Source: an optimization exercise on an open RTL-to-GDS flow (aim: small area). Production flows keep margins and buffers that such runs may drop. In this exercise RTL edits were held to simulation tests only and were not proved equivalent to the original. Power figures rest on the tool's default switching activity, not on a simulated workload.

**flow/design.v**
```verilog
`default_nettype none
package calcPkg;
	localparam int OperandWidth = 8;
	localparam int ResultWidth = 16;  
	localparam int OperandDigits = 3;
	localparam int ProductDigits = 5;
	localparam int SumDigits = 3;  
	typedef logic [OperandWidth-1:0] operand_t;
	typedef logic [ResultWidth-1:0] result_t;
	typedef logic [3:0] digit_t;
	typedef enum logic [1:0] {
		opAdd,
		opSub,
		opMul
	} opCode_t;
endpackage
`default_nettype wire
`default_nettype none
package lcdPkg;
	typedef logic [7:0] lcdByte_t;
	localparam lcdByte_t CmdFunctionSet = 8'h38;  
	localparam lcdByte_t CmdDisplayOn = 8'h0C;
	localparam lcdByte_t CmdClear = 8'h01;
	localparam lcdByte_t CmdEntryMode = 8'h06;  
	localparam lcdByte_t CmdLine2 = 8'hC0;
	localparam lcdByte_t CharZero = 8'd48;
	localparam lcdByte_t CharMinus = 8'd45;
	localparam lcdByte_t CharPlus = 8'd43;
	localparam lcdByte_t CharTimes = 8'd42;
	localparam lcdByte_t CharSpace = 8'd32;
endpackage
`default_nettype wire
`default_nettype none
module keyEdge (
	input logic clk,
	input logic flag_rst,
	input logic keyAdd,
	input logic keySub,
	input logic keyMul,
	input logic keyEquals,
	output logic addPress,
	output logic subPress,
	output logic mulPress,
	output logic equalsPress
);
	logic [3:0] keys;
	logic [3:0] keyPrev;
	logic [3:0] armed;  
	logic [3:0] press;
	assign keys = {keyEquals, keyMul, keySub, keyAdd};
	always_ff @(posedge clk) begin
		if (flag_rst) begin
			keyPrev <= '0;
			armed <= '0;
			press <= '0;
		end else begin
			keyPrev <= keys;
			armed <= armed | ~keys;
			press <= armed & keys & ~keyPrev;  
		end
	end
	assign addPress = press[0];
	assign subPress = press[1];
	assign mulPress = press[2];
	assign equalsPress = press[3];
endmodule
`default_nettype wire
`default_nettype none
module signedAlu (
	input logic clk,
	input logic flag_rst,
	input calcPkg::operand_t operandA,
	input calcPkg::operand_t operandB,
	input logic signA,
	input logic signB,
	input logic addPress,
	input logic subPress,
	input logic mulPress,
	output calcPkg::operand_t aMag,
	output calcPkg::operand_t bMag,
	output logic aNeg,
	output logic bNeg,
	output calcPkg::opCode_t op,
	output calcPkg::result_t resultMag,
	output logic resultNeg
);
	localparam int CalcWidth = calcPkg::ResultWidth + 2;  
	logic anyPress;
	logic signed [CalcWidth-1:0] aVal;
	logic signed [CalcWidth-1:0] bVal;
	logic signed [CalcWidth-1:0] resVal;
	assign anyPress = addPress | subPress | mulPress;
	always_ff @(posedge clk) begin
		if (anyPress) begin
			aMag <= operandA;
			bMag <= operandB;
			aNeg <= signA;
			bNeg <= signB;
		end
	end
	always_ff @(posedge clk) begin
		if (flag_rst) begin
			op <= calcPkg::opAdd;
		end else if (mulPress) begin
			op <= calcPkg::opMul;
		end else if (subPress) begin
			op <= calcPkg::opSub;
		end else if (addPress) begin
			op <= calcPkg::opAdd;
		end
	end
	always_comb begin
		aVal = CalcWidth'(aMag);
		bVal = CalcWidth'(bMag);
		if (aNeg) begin
			aVal = -aVal;
		end
		if (bNeg) begin
			bVal = -bVal;
		end
		case (op)
			calcPkg::opAdd: resVal = aVal + bVal;
			calcPkg::opSub: resVal = aVal - bVal;
			default: resVal = aVal * bVal;
		endcase
	end
	assign resultNeg = resVal[CalcWidth-1];
	assign resultMag = calcPkg::result_t'(resultNeg ? -resVal : resVal);
endmodule
`default_nettype wire
`default_nettype none
module decimalDigits #(
	parameter int Width = 8,
	parameter int Digits = 3
) (
	input logic [Width-1:0] value,
	output calcPkg::digit_t [0:Digits-1] digits
);
	logic [Digits*4-1:0] bcd;
	always_comb begin
		bcd = '0;
		for (int i = Width - 1; i >= 0; i--) begin
			for (int d = 0; d < Digits; d++) begin
				if (bcd[d*4 +: 4] > 4'd4) begin
					bcd[d*4 +: 4] = bcd[d*4 +: 4] + 4'd3;
				end
			end
			bcd = {bcd[Digits*4-2:0], value[i]};
		end
	end
	assign digits = bcd;  
endmodule
`default_nettype wire
`default_nettype none
module lcdWriter #(
	parameter int StepCycles = 250,
	parameter int PulseCycles = 125
) (
	input logic clk,
	input logic flag_rst,
	input logic byteStrobe,
	input logic byteIsChar,
	input lcdPkg::lcdByte_t byteValue,
	output logic byteDone,
	output logic lcdEn,
	output logic lcdRs,
	output lcdPkg::lcdByte_t lcdData
);
	localparam int MaxCycles = (StepCycles > PulseCycles) ? StepCycles : PulseCycles;
	localparam int CountWidth = $clog2(MaxCycles + 1);
	typedef enum logic [1:0] {
		stIdle,
		stSetup,
		stPulse
	} state_t;
	state_t state;
	logic [CountWidth-1:0] count;
	always_ff @(posedge clk) begin
		if (flag_rst) begin
			state <= stIdle;
			count <= '0;
			byteDone <= 1'b0;
			lcdEn <= 1'b0;
			lcdRs <= 1'b0;
			lcdData <= '0;
		end else begin
			byteDone <= 1'b0;
			case (state)
				stIdle: begin
					if (byteStrobe) begin
						lcdRs <= byteIsChar;  
						lcdData <= byteValue;
						count <= CountWidth'(StepCycles - 1);
						state <= stSetup;
					end
				end
				stSetup: begin
					if (count == '0) begin
						lcdEn <= 1'b1;
						count <= CountWidth'(PulseCycles - 1);
						state <= stPulse;
					end else begin
						count <= count - 1'b1;
					end
				end
				stPulse: begin
					if (count == '0) begin
						lcdEn <= 1'b0;  
						byteDone <= 1'b1;
						state <= stIdle;
					end else begin
						count <= count - 1'b1;
					end
				end
				default: state <= stIdle;
			endcase
		end
	end
endmodule
`default_nettype wire
`default_nettype none
module displaySequencer #(
	parameter int PowerUpCycles = 2250
) (
	input logic clk,
	input logic flag_rst,
	input logic opPress,
	input logic equalsPress,
	input logic byteDone,
	input logic aNeg,
	input logic bNeg,
	input logic resultNeg,
	input calcPkg::opCode_t op,
	input calcPkg::digit_t [0:calcPkg::OperandDigits-1] aDigits,
	input calcPkg::digit_t [0:calcPkg::OperandDigits-1] bDigits,
	input calcPkg::digit_t [0:calcPkg::ProductDigits-1] resultDigits,
	output logic byteStrobe,
	output logic byteIsChar,
	output lcdPkg::lcdByte_t byteValue,
	output logic idle
);
	localparam int PowerWidth = $clog2(PowerUpCycles + 1);
	localparam int OperandDigits = calcPkg::OperandDigits;
	localparam logic [3:0] PosADigit = 4'd2;
	localparam logic [3:0] PosOp = 4'(2 + OperandDigits + 1);
	localparam logic [3:0] PosBMinus = PosOp + 4'd2;
	localparam logic [3:0] PosBDigit = PosBMinus + 4'd1;
	localparam logic [3:0] Line1Last = 4'(PosBDigit + OperandDigits - 1);
	localparam logic [3:0] PosRDigit = 4'd2;
	typedef enum logic [1:0] {
		stPowerUp,
		stIssue,
		stWait,
		stIdle
	} state_t;
	typedef enum logic [1:0] {
		lineInit,
		line1,
		line2
	} line_t;
	state_t state;
	line_t line;
	logic [3:0] pos;
	logic [PowerWidth-1:0] powerCount;
	logic opSeen;
	logic entryValid;  
	logic entryIsChar;
	logic entryLast;
	lcdPkg::lcdByte_t entryValue;
	lcdPkg::lcdByte_t opChar;
	logic [3:0] resultCount;
	logic [3:0] resultShift;
	function automatic logic [7:0] charOf(input logic [3:0] d);
		charOf = lcdPkg::CharZero + {4'b0000, d};
	endfunction
	always_comb begin
		case (op)
			calcPkg::opAdd: opChar = lcdPkg::CharPlus;
			calcPkg::opSub: opChar = lcdPkg::CharMinus;
			default: opChar = lcdPkg::CharTimes;
		endcase
	end
	assign idle = (state == stIdle);
	assign resultCount = (op == calcPkg::opMul)
		? 4'(calcPkg::ProductDigits) : 4'(calcPkg::SumDigits);
	assign resultShift = 4'(calcPkg::ProductDigits) - resultCount;
	always_comb begin
		entryValid = 1'b1;
		entryIsChar = 1'b1;
		entryValue = lcdPkg::CharSpace;
		entryLast = 1'b0;
		case (line)
			lineInit: begin
				entryIsChar = 1'b0;
				entryLast = (pos == 4'd3);
				case (pos)
					4'd0: entryValue = lcdPkg::CmdFunctionSet;
					4'd1: entryValue = lcdPkg::CmdDisplayOn;
					4'd2: entryValue = lcdPkg::CmdClear;
					default: entryValue = lcdPkg::CmdEntryMode;
				endcase
			end
			line1: begin
				entryLast = (pos == Line1Last);
				if (pos == 4'd0) begin
					entryIsChar = 1'b0;
					entryValue = lcdPkg::CmdClear;
				end else if (pos == 4'd1) begin
					entryValid = aNeg;
					entryValue = lcdPkg::CharMinus;
				end else if (pos == PosOp) begin
					entryValue = opChar;
				end else if (pos == PosBMinus) begin
					entryValid = bNeg;
					entryValue = lcdPkg::CharMinus;
				end
				for (int i = 0; i < OperandDigits; i++) begin
					if (pos == PosADigit + 4'(i)) begin
						entryValue = charOf(aDigits[i]);
					end
					if (pos == PosBDigit + 4'(i)) begin
						entryValue = charOf(bDigits[i]);
					end
				end
			end
			default: begin
				entryLast = (pos == resultCount + 4'd1);
				if (pos == 4'd0) begin
					entryIsChar = 1'b0;
					entryValue = lcdPkg::CmdLine2;
				end else if (pos == 4'd1) begin
					entryValid = resultNeg;
					entryValue = lcdPkg::CharMinus;
				end
				for (int i = 0; i < calcPkg::ProductDigits; i++) begin
					if (pos >= PosRDigit && pos + resultShift == PosRDigit + 4'(i)) begin
						entryValue = charOf(resultDigits[i]);
					end
				end
			end
		endcase
	end
	always_ff @(posedge clk) begin
		if (flag_rst) begin
			state <= stPowerUp;
			line <= lineInit;
			pos <= '0;
			powerCount <= '0;
			opSeen <= 1'b0;
			byteStrobe <= 1'b0;
			byteIsChar <= 1'b0;
			byteValue <= '0;
		end else begin
			byteStrobe <= 1'b0;
			case (state)
				stPowerUp: begin
					if (powerCount == PowerWidth'(PowerUpCycles - 1)) begin
						state <= stIssue;
					end else begin
						powerCount <= powerCount + 1'b1;
					end
				end
				stIssue: begin
					if (entryValid) begin
						byteStrobe <= 1'b1;
						byteIsChar <= entryIsChar;
						byteValue <= entryValue;
						state <= stWait;
					end else begin
						pos <= pos + 4'd1;  
					end
				end
				stWait: begin
					if (byteDone) begin
						if (entryLast) begin
							state <= stIdle;
						end else begin
							pos <= pos + 4'd1;
							state <= stIssue;
						end
					end
				end
				default: begin
					if (opPress) begin
						line <= line1;
						pos <= '0;
						opSeen <= 1'b1;
						state <= stIssue;
					end else if (equalsPress && opSeen) begin
						line <= line2;
						pos <= '0;
						state <= stIssue;
					end
				end
			endcase
		end
	end
endmodule
`default_nettype wire
`default_nettype none
module lcdCalcTop #(
	parameter int PowerUpCycles = 2250,
	parameter int StepCycles = 250,
	parameter int PulseCycles = 125
) (
	input logic clk,
	input logic flag_rst,
	input calcPkg::operand_t operandA,
	input calcPkg::operand_t operandB,
	input logic signA,
	input logic signB,
	input logic keyAdd,
	input logic keySub,
	input logic keyMul,
	input logic keyEquals,
	output logic lcdEn,
	output logic lcdRs,
	output lcdPkg::lcdByte_t lcdData
);
	logic addPress;
	logic subPress;
	logic mulPress;
	logic equalsPress;
	logic opPress;
	logic seqIdle;  
	calcPkg::operand_t aMag;
	calcPkg::operand_t bMag;
	logic aNeg;
	logic bNeg;
	calcPkg::opCode_t op;
	calcPkg::result_t resultMag;
	logic resultNeg;
	calcPkg::digit_t [0:calcPkg::OperandDigits-1] aDigits;
	calcPkg::digit_t [0:calcPkg::OperandDigits-1] bDigits;
	calcPkg::digit_t [0:calcPkg::ProductDigits-1] resultDigits;
	logic byteStrobe;
	logic byteIsChar;
	logic byteDone;
	lcdPkg::lcdByte_t byteValue;
	assign opPress = addPress | subPress | mulPress;
	keyEdge keys (
		.clk(clk), .flag_rst(flag_rst),
		.keyAdd(keyAdd), .keySub(keySub), .keyMul(keyMul), .keyEquals(keyEquals),
		.addPress(addPress), .subPress(subPress), .mulPress(mulPress),
		.equalsPress(equalsPress)
	);
	signedAlu alu (
		.clk(clk), .flag_rst(flag_rst),
		.operandA(operandA), .operandB(operandB), .signA(signA), .signB(signB),
		.addPress(addPress & seqIdle), .subPress(subPress & seqIdle),
		.mulPress(mulPress & seqIdle),
		.aMag(aMag), .bMag(bMag), .aNeg(aNeg), .bNeg(bNeg), .op(op),
		.resultMag(resultMag), .resultNeg(resultNeg)
	);
	decimalDigits #(.Width(calcPkg::OperandWidth), .Digits(calcPkg::OperandDigits)) aConv (
		.value(aMag), .digits(aDigits)
	);
	decimalDigits #(.Width(calcPkg::OperandWidth), .Digits(calcPkg::OperandDigits)) bConv (
		.value(bMag), .digits(bDigits)
	);
	decimalDigits #(.Width(calcPkg::ResultWidth), .Digits(calcPkg::ProductDigits)) resultConv (
		.value(resultMag), .digits(resultDigits)
	);
	displaySequencer #(.PowerUpCycles(PowerUpCycles)) sequencer (
		.clk(clk), .flag_rst(flag_rst),
		.opPress(opPress), .equalsPress(equalsPress), .byteDone(byteDone),
		.aNeg(aNeg), .bNeg(bNeg), .resultNeg(resultNeg), .op(op),
		.aDigits(aDigits), .bDigits(bDigits), .resultDigits(resultDigits),
		.byteStrobe(byteStrobe), .byteIsChar(byteIsChar), .byteValue(byteValue),
		.idle(seqIdle)
	);
	lcdWriter #(.StepCycles(StepCycles), .PulseCycles(PulseCycles)) writer (
		.clk(clk), .flag_rst(flag_rst),
		.byteStrobe(byteStrobe), .byteIsChar(byteIsChar), .byteValue(byteValue),
		.byteDone(byteDone), .lcdEn(lcdEn), .lcdRs(lcdRs), .lcdData(lcdData)
	);
endmodule
`default_nettype wire
```
**flow/run.sh**
```bash
#!/bin/bash
# synth_recipe.tcl (not shown) runs the flow's synth.tcl, then flattens the netlist and writes it again
# the make line also repeats each setting of config.mk as NAME=value (left out here)
make -C /OpenROAD-flow-scripts/flow DESIGN_CONFIG=/design/flow/config.mk WORK_HOME=/design/flow/orfs CLKGATE_MAP_FILE= SYNTH_SCRIPT=/design/flow/synth_recipe.tcl finish
```
**flow/config.mk**
```make
export PLATFORM = sky130hd
export DESIGN_NAME = lcdCalcTop
export DESIGN_NICKNAME = lcdCalcTop
export VERILOG_FILES = /design/flow/design.v
export SDC_FILE = /design/flow/constraint.sdc
export NUM_CORES = 4
export LEC_CHECK = 0
export CAP_MARGIN = 20
export CORE_MARGIN = 2
export CORE_UTILIZATION = 40
export PLACE_DENSITY = 0.6
export SLEW_MARGIN = 20
```
**flow/constraint.sdc**
```tcl
create_clock -name core_clock -period 25.0 [get_ports {clk}]
set_input_delay 5.0000 -clock core_clock [delete_from_list [all_inputs] [get_ports {clk}]]
set_output_delay 5.0000 -clock core_clock [all_outputs]
set_load 0.01 [all_outputs]
```
==> impl_metrics.tcl <==
set metrics [dict create \
    power_w 0.000343 \
    fp.dieArea_um2 47400 \
    grt_use_total 0.200 \
    diodes 0 \
    postLayoutCoreUtil 0.429 \
    cts_tree "yes" \
    synth_edf_count 18 \
    grt_max_degree 62 \
    clkTransAtPathRegs_ps 60 \
    p_per_area_nw_per_um2 17.7 \
    drc_errors 0 \
    cts_root_buf "clkbuf_16" \
    start_util 0.404 \
    r2r_slack_ps 2260 \
    critical_path.most_common_cell "ha_1" \
    cts_hold_buf 0 \
    critPathMaxStageDelay_ps 710 \
    tightest_slew_ps 1020 \
    drtIter0Drc 1100 \
    finClkSkew_ps 9.71 \
    synth_top_cells_by_area "ha_1, fa_1, dfxtp_1" \
    rr_startpoint "alu.bMag[0]$_DFFE_PP_" \
    via_per_inst 5.66 \
    met3_usage 0.0137 \
    start_kind "flop" \
    yosysWarnings 6 \
    synth-async-reset-ratio 0 \
    syn_area_per_cell_um2 7.60 \
    netlist_instances 2403 \
    cts_sinks 82 \
    wl_per_cell_um 15.8 \
    syn_area_um2 18300 \
    synthToLayoutAreaGrowth_pct 6.21 \
    status "finished clean" \
    met2_usage 0.350 \
    place_inst 2977 \
    p_leak_nw 8.46 \
    cpMaxStageDelayCell "nor2_1" \
    cts_setup_buffers 0 \
    final_common_cell "inv_1" \
    globalplace.congestion 0.895 \
    min_to "keys.press[3]$_SDFF_PP0_" \
    rr_worst_depth 85 \
    ios 34 \
    io_buffers 33 \
    cts-resized-gates 0 \
    period_needed_ps 22740 \
    drt_pass1_iterations 9 \
    setup_viol 0 \
    synth_nets 2719 \
    ir_worst_vdd_mv 0.0537 \
    hold_start "keys.keyPrev[3]$_SDFF_PP0_" \
    vias 16900 \
    crit_arrival_ps 22980 \
    num_rows 78 \
    final_cells 2994 \
    cp_max_fo 20 \
    maxCapViolCount 0 \
    dp_slack_ps 2560 \
    met1_usage 0.268 \
    clockBufferDepth 2 \
    grt.busiest_layer "met2" \
    grt_antenna_before_repair 0 \
    crit_start "alu.bMag[0]$_DFFE_PP_" \
    htreeDepth 3 \
    dominantRegCellSynth "dfxtp_1" \
    synth_seq_cells 82 \
    hold_class "reg -> reg" \
    final_max_slew_viol_count 0 \
    grt_first_pass_wirelength_um 79900 \
    overflow 0 \
    whs_path_depth 1 \
    nets 2705 \
    crit_type "reg -> reg" \
    fin_ws_ps 2260 \
    rsz0062_at_grt "false" \
    postRouteAntennaNets 0 \
    reg2reg_to "sequencer.byteValue[1]$_SDFFE_PP0P_" \
    drive_above_1_share 0.0602 \
    setup_tns_ps 0 \
    ys_seq_area_frac 0.0997 \
    core_area_um2 45200 \
    slew_headroom 0.318 \
    required_ps 25240 \
    critPathCaptureType "flop" \
    dp_hpwl_um 38600 \
    fmax_mhz 44.0 \
    clkLatencyLatePin_ps 350 \
    die_h_um 218 \
    ys_types 123 \
    drt-total-wl_um 47400 \
    die_w_um 218 \
    grt_pass1_vias 16300 \
    synth_top_area_cell "ha_1" \
    numCtsBuffers 9 \
    final_cell_mix "inv_1, nor2_1, nand2_1, ha_1, a21oi_1" \
    synth_top_area_frac 0.125 \
    post-route-period-util 0.910 \
    hold_viol_final 0 \
]
through the flow:
| step | hold WS, ps | cell area [um^2] |
|---|---|---|
| 3_5_place_dp | 382 | 19100 |
| 4_1_cts | 391 | 19400 |
| 3_3_place_gp | 379 | 19100 |
| 2_1_floorplan | 372 | 18300 |
| 5_1_grt | 398 | 19400 |
| 6_report | 389 | 19400 |
critical path, delay by kind of cell (launching register included):
| family | cells | cell delay, ps |
|---|---|---|
| compound gates | 18 | 3770 |
| xor+xnor | 15 | 4720 |
| fa+ha+maj | 20 | 7030 |
| buf+inv | 13 | 1500 |
| flops | 1 | 700 |
| mux | 3 | 1020 |
| simple gates | 16 | 3870 |
worst max path at each step:
| stage | cells after the start | end |
|---|---|---|
| floorplan | 88 | sequencer.byteValue[1]$_SDFFE_PP0P_ |
| global placement | 83 | sequencer.byteValue[1]$_SDFFE_PP0P_ |
| detailed placement | 84 | sequencer.byteValue[1]$_SDFFE_PP0P_ |
| CTS | 85 | sequencer.byteValue[1]$_SDFFE_PP0P_ |
| global route | 84 | sequencer.byteValue[1]$_SDFFE_PP0P_ |
| finish | 85 | sequencer.byteValue[1]$_SDFFE_PP0P_ |
cells in the mapped netlist, drive strengths merged (12+ instances only):
cell,count
inv,302
nor2,231
nand2,224
ha,183
a21oi,177
o21ai,129
fa,109
xnor2,104
dfxtp,64
nor3,56
nand3,54
mux2i,47
buf,41
xor2,41
clkbuf,36
o211ai,31
nor2b,29
and2,28
a211oi,27
mux2,27
a31oi,26
a21o,25
nand2b,25
nand4,23
or3,23
o21a,22
o31ai,22
and3,19
edfxtp,18
a21boi,14
nor3b,14
or2,14
o21bai,13
nor4,12
o22ai,12
layer usage:
| layer | wire, um | part of all wire | vias up |
|---|---|---|---|
| met3 | 1670 | 0.035 | 73 |
| met4 | 1040 | 0.022 | 0 |
| met1 | 22100 | 0.47 | 8100 |
| met5 | 0 | 0 | - |
| li1 | - | - | 8361 |
| met2 | 22600 | 0.48 | 403 |
state kept, by name, summed over array words and instances, names as in the netlist, 2 cells and up:
| signal | count |
|---|---|
| keys.press | 4 |
| sequencer.state | 2 |
| writer.lcdData | 7 |
| sequencer.pos | 4 |
| alu.aMag | 8 |
| alu.op | 2 |
| sequencer.byteValue | 7 |
| keys.armed | 4 |
| alu.bMag | 8 |
| sequencer.powerCount | 12 |
| writer.state | 2 |
| sequencer.line | 2 |
| writer.count | 8 |
| keys.keyPrev | 4 |
logic make-up after synthesis:
logic type                 Yosys count  share of synthesized area
xor gates and xnor gates           151                     0.0782
buffers and inverters              382                     0.0826
muxes                               74                     0.0439
DFF                                 82                     0.0997
AOI/OAI and AO/OA                  629                      0.240
adders and majority gates          296                      0.247
and+or+nand+nor                    789                      0.209
power breakdown:
group / internal, W / switching (W) / total [W]
logic: 0.0000309 / 0.0000415 / 0.0000724
clock network: 0.0000680 / 0.0000561 / 0.000124
registers: 0.000141 / 0.00000539 / 0.000147
total: 0.000240 / 0.000103 / 0.000343
final cells by class:
class                   instances  area, um^2
multi-input cells            1939       14900
clock inverters                 7        53.8
clock buffers                   9         225
fillers                      4571       25800
repair buffers                 52         465
flip-flops and latches         82        1820
inverters                     305        1140
well taps                     600         751

-- afterwards: timing with drivers on the ports --
In the flow no input, the clock included, has a driving cell. The finished layout below was timed again as built, in two steps. Step 1 (the two cells are an assumption about what drives the block):
set clk [get_ports {clk}]
set_driving_cell -lib_cell sky130_fd_sc_hd__clkbuf_16 $clk
set_driving_cell -lib_cell sky130_fd_sc_hd__buf_2 [delete_from_list [all_inputs] $clk]
Step 2 times the ports against the registers' clock, not the clock port: input delays grow and output delays shrink by t, the midpoint of the rising clock arrivals with the driver on. Three values: ideal, step 1, step 2; two values: the first two.
t, ns: 0.383
setup WS [ns]: 2.261 / 2.261 / 2.261
hold WS [ns]: 0.389 / 0.389 / 0.389
After both steps setup and hold are still met in this run. For this run, drivers alone change the setup slack by 0.000 ns; drivers and shift together by 0.000 ns.
